What follows belongs to an exercise in optimizing a design on an open flow for small area and few clock cycles per item; a production flow would make more cautious choices. Function was checked by simulation only, so behaviour that the tests miss may differ from the original. Power is estimated from default activity; no workload was simulated.

## sorted_priority_queue_core
module sorted_priority_queue_core (
   input  wire logic                         clock,
   input  wire logic                         reset,
   input  wire logic                         csr_wr_en,
   input  wire logic                         csr_wr_data,
   input  wire logic                         req_valid,
   output logic                              req_ready,
   input  wire logic [spq_pkg::OP_W-1:0]     req_operation,
   input  wire logic [spq_pkg::KEY_W-1:0]    req_key,
   input  wire logic [spq_pkg::PAY_W-1:0]    req_payload,
   input  wire logic [spq_pkg::IDX_W-1:0]    req_position,
   input  wire logic [spq_pkg::CNT_W-1:0]    req_range_end,
   output logic                              rsp_valid,
   input  wire logic                         rsp_ready,
   output logic [spq_pkg::STAT_W-1:0]        rsp_status,
   output logic [spq_pkg::CNT_W-1:0]         rsp_index_out,
   output logic                              rsp_found,
   output logic [spq_pkg::CNT_W-1:0]         rsp_count,
   output logic                              rsp_is_empty,
   output logic [spq_pkg::KEY_W-1:0]         rsp_front_key,
   output logic [spq_pkg::PAY_W-1:0]         rsp_front_payload
);
For scale: about 160 I/O pins.
==> flow/config.mk <==
export PLATFORM = sky130hd
export DESIGN_NAME = sorted_priority_queue_core
export DESIGN_NICKNAME = sorted_priority_queue_core
export VERILOG_FILES = /design/flow/design.v
export SDC_FILE = /design/flow/constraint.sdc
export NUM_CORES = 4
export LEC_CHECK = 0
export CAP_MARGIN = 20
export CORE_MARGIN = 2
export CORE_UTILIZATION = 40
export CTS_CLUSTER_DIAMETER = 100
export CTS_CLUSTER_SIZE = 24
export SLEW_MARGIN = 20
export SYNTH_HIERARCHICAL = 1
export SYNTH_MINIMUM_KEEP_SIZE = 0
==> flow/constraint.sdc <==
create_clock -name core_clock -period 5.5 [get_ports {clock}]
set_input_delay 1.1000 -clock core_clock [delete_from_list [all_inputs] [get_ports {clock}]]
set_output_delay 1.1000 -clock core_clock [all_outputs]
set_load 0.01 [all_outputs]
standard.sh (not shown) runs the stock make flow with config.mk's settings and CLKGATE_MAP_FILE= SYNTH_SCRIPT=/design/flow/synth_recipe.tcl, a recipe that flattens the netlist after the stock synthesis.
==> flow/flow/run.sh <==
#!/bin/bash
# The standard layout, with a small plain buffer (instead of the library's
# default pick, a delay buffer) on every input and output port, and with
# ORFS's power recovery after global routing, which downsizes cells on paths
# with positive slack.
set -uo pipefail
export BUFFER_PORTS_ARGS="-buffer_cell sky130_fd_sc_hd__buf_2"
export RECOVER_POWER=100
bash standard.sh > standard.log 2>&1
Testbench counts at the start, summed over its fixed seeds: cycles 12,008, items 12,000.
Rerun with:
==> flow/flow/run.sh (replaced) <==
#!/bin/bash
# The standard layout, with a small plain buffer (instead of the library's
# default pick, a delay buffer) on every input and output port.
set -uo pipefail
export BUFFER_PORTS_ARGS="-buffer_cell sky130_fd_sc_hd__buf_2"
bash standard.sh > standard.log 2>&1
=> The new run finished with timing, DRC and antenna clean. Total power climbs slightly. Setup slack improved by 370 ps. Core utilization climbs by 0.18 points. Critical path depth climbs by 2.
Rerun with:
==> flow/flow/run.sh (replaced) <==
#!/bin/bash
# The standard layout, with a small plain buffer (instead of the library's
# default pick, a delay buffer) on every input and output port, and with
# ORFS's power recovery after global routing, which downsizes cells on paths
# with positive slack.
set -uo pipefail
export BUFFER_PORTS_ARGS="-buffer_cell sky130_fd_sc_hd__buf_2"
export RECOVER_POWER=100
bash standard.sh > standard.log 2>&1
Settings changed: CORE_UTILIZATION 40 to 55, PLACE_DENSITY set to 0.7.
Effect: The new run finished clean; area after synthesis stays the same; global-route usage increases by 8.4 points; worst setup slack is worse by 360 ps; power decreases by 2.1%; cell area decreases by 1.7%; final cell count decreases by 6.8%.
Rerun with:
==> flow/run.sh (new file) <==
#!/bin/bash
# synth_recipe.tcl (not shown) runs the flow's synth.tcl, then flattens the netlist and writes it again
# the make line also repeats each setting of config.mk as NAME=value (left out here)
make -C /OpenROAD-flow-scripts/flow DESIGN_CONFIG=/design/flow/config.mk WORK_HOME=/design/flow/orfs CLKGATE_MAP_FILE= SYNTH_SCRIPT=/design/flow/synth_recipe.tcl finish
Settings changed: CAP_MARGIN 20 to 5, CORE_UTILIZATION 55 to 40, PLACE_DENSITY 0.7 to not set, SLEW_MARGIN 20 to 5.
removed: flow/flow/run.sh
removed: flow/standard.sh
After rerunning:
- The changed run produced a clean layout
- clock skew goes up by 8.3 ps
- synthesized area is unchanged
- non-clock buffer count fell by 1
- global-route usage falls by 9.0 points
- core utilization decreases by 15 points
- combinational power is higher by 11%
- count of clock-buffer cells in the layout increases by 5
- die area climbs by 37%
- sequential cell count stays the same
- routed wire length climbs by 2.5%
Rerun with:
Settings changed: CORE_UTILIZATION 40 to 55, PLACE_DENSITY set to 0.7.
Worst hold slack gets worse by 4.8 ps. Final cell count went down by 7.2%. Setup slack gets better by 200 ps. Power went down by 2.5%. Register-to-register slack gets worse by 120 ps. Non-clock buffer count went down by 13. Core utilization went up by 17 points. Cell area went down by 1.6%.

## re-timing with driven ports
Ports are ideal in the flow. The routed layouts listed here were re-timed in OpenROAD.
Step 1 (the two cells are an assumption about what drives the block):
set clk [get_ports {clock}]
set_driving_cell -lib_cell sky130_fd_sc_hd__clkbuf_16 $clk
set_driving_cell -lib_cell sky130_fd_sc_hd__buf_2 [delete_from_list [all_inputs] $clk]
Step 2 moves the port delays by t, midway between the first and last clock arrival at a register: inputs arrive t later, outputs are due t later. That takes back most of the time a late clock gives input paths.
Slacks: no drivers / after step 1 / after step 2; pairs: no drivers / after step 1.
| run | shift t [ns] | slack for setup (ns) | latest minus earliest clock arrival (ns) | worst register clock-pin slew, ns |
|---|---|---|---|---|
| the first run | 0.762 | 0.489 / 0.511 / -0.251 | 0.052 / 0.051 | 0.11 / 0.11 |
| the second run | 0.760 | 0.857 / 0.838 / 0.135 | 0.054 / 0.053 | 0.10 / 0.10 |
| the third run | 0.726 | 0.499 / 0.549 / -0.177 | 0.056 / 0.057 | 0.10 / 0.10 |
| the fourth run | 0.750 | 0.525 / 0.455 / 0.021 | 0.063 / 0.063 | 0.11 / 0.11 |
| the fifth run | 0.713 | 0.725 / 0.768 / 0.055 | 0.048 / 0.048 | 0.11 / 0.11 |
Met with ideal ports but missed after step 2: setup timing in the first run and the third run. The setup slack of the first run, which loses most, moves by +0.022 ns with the drivers and by -0.740 ns with both steps.
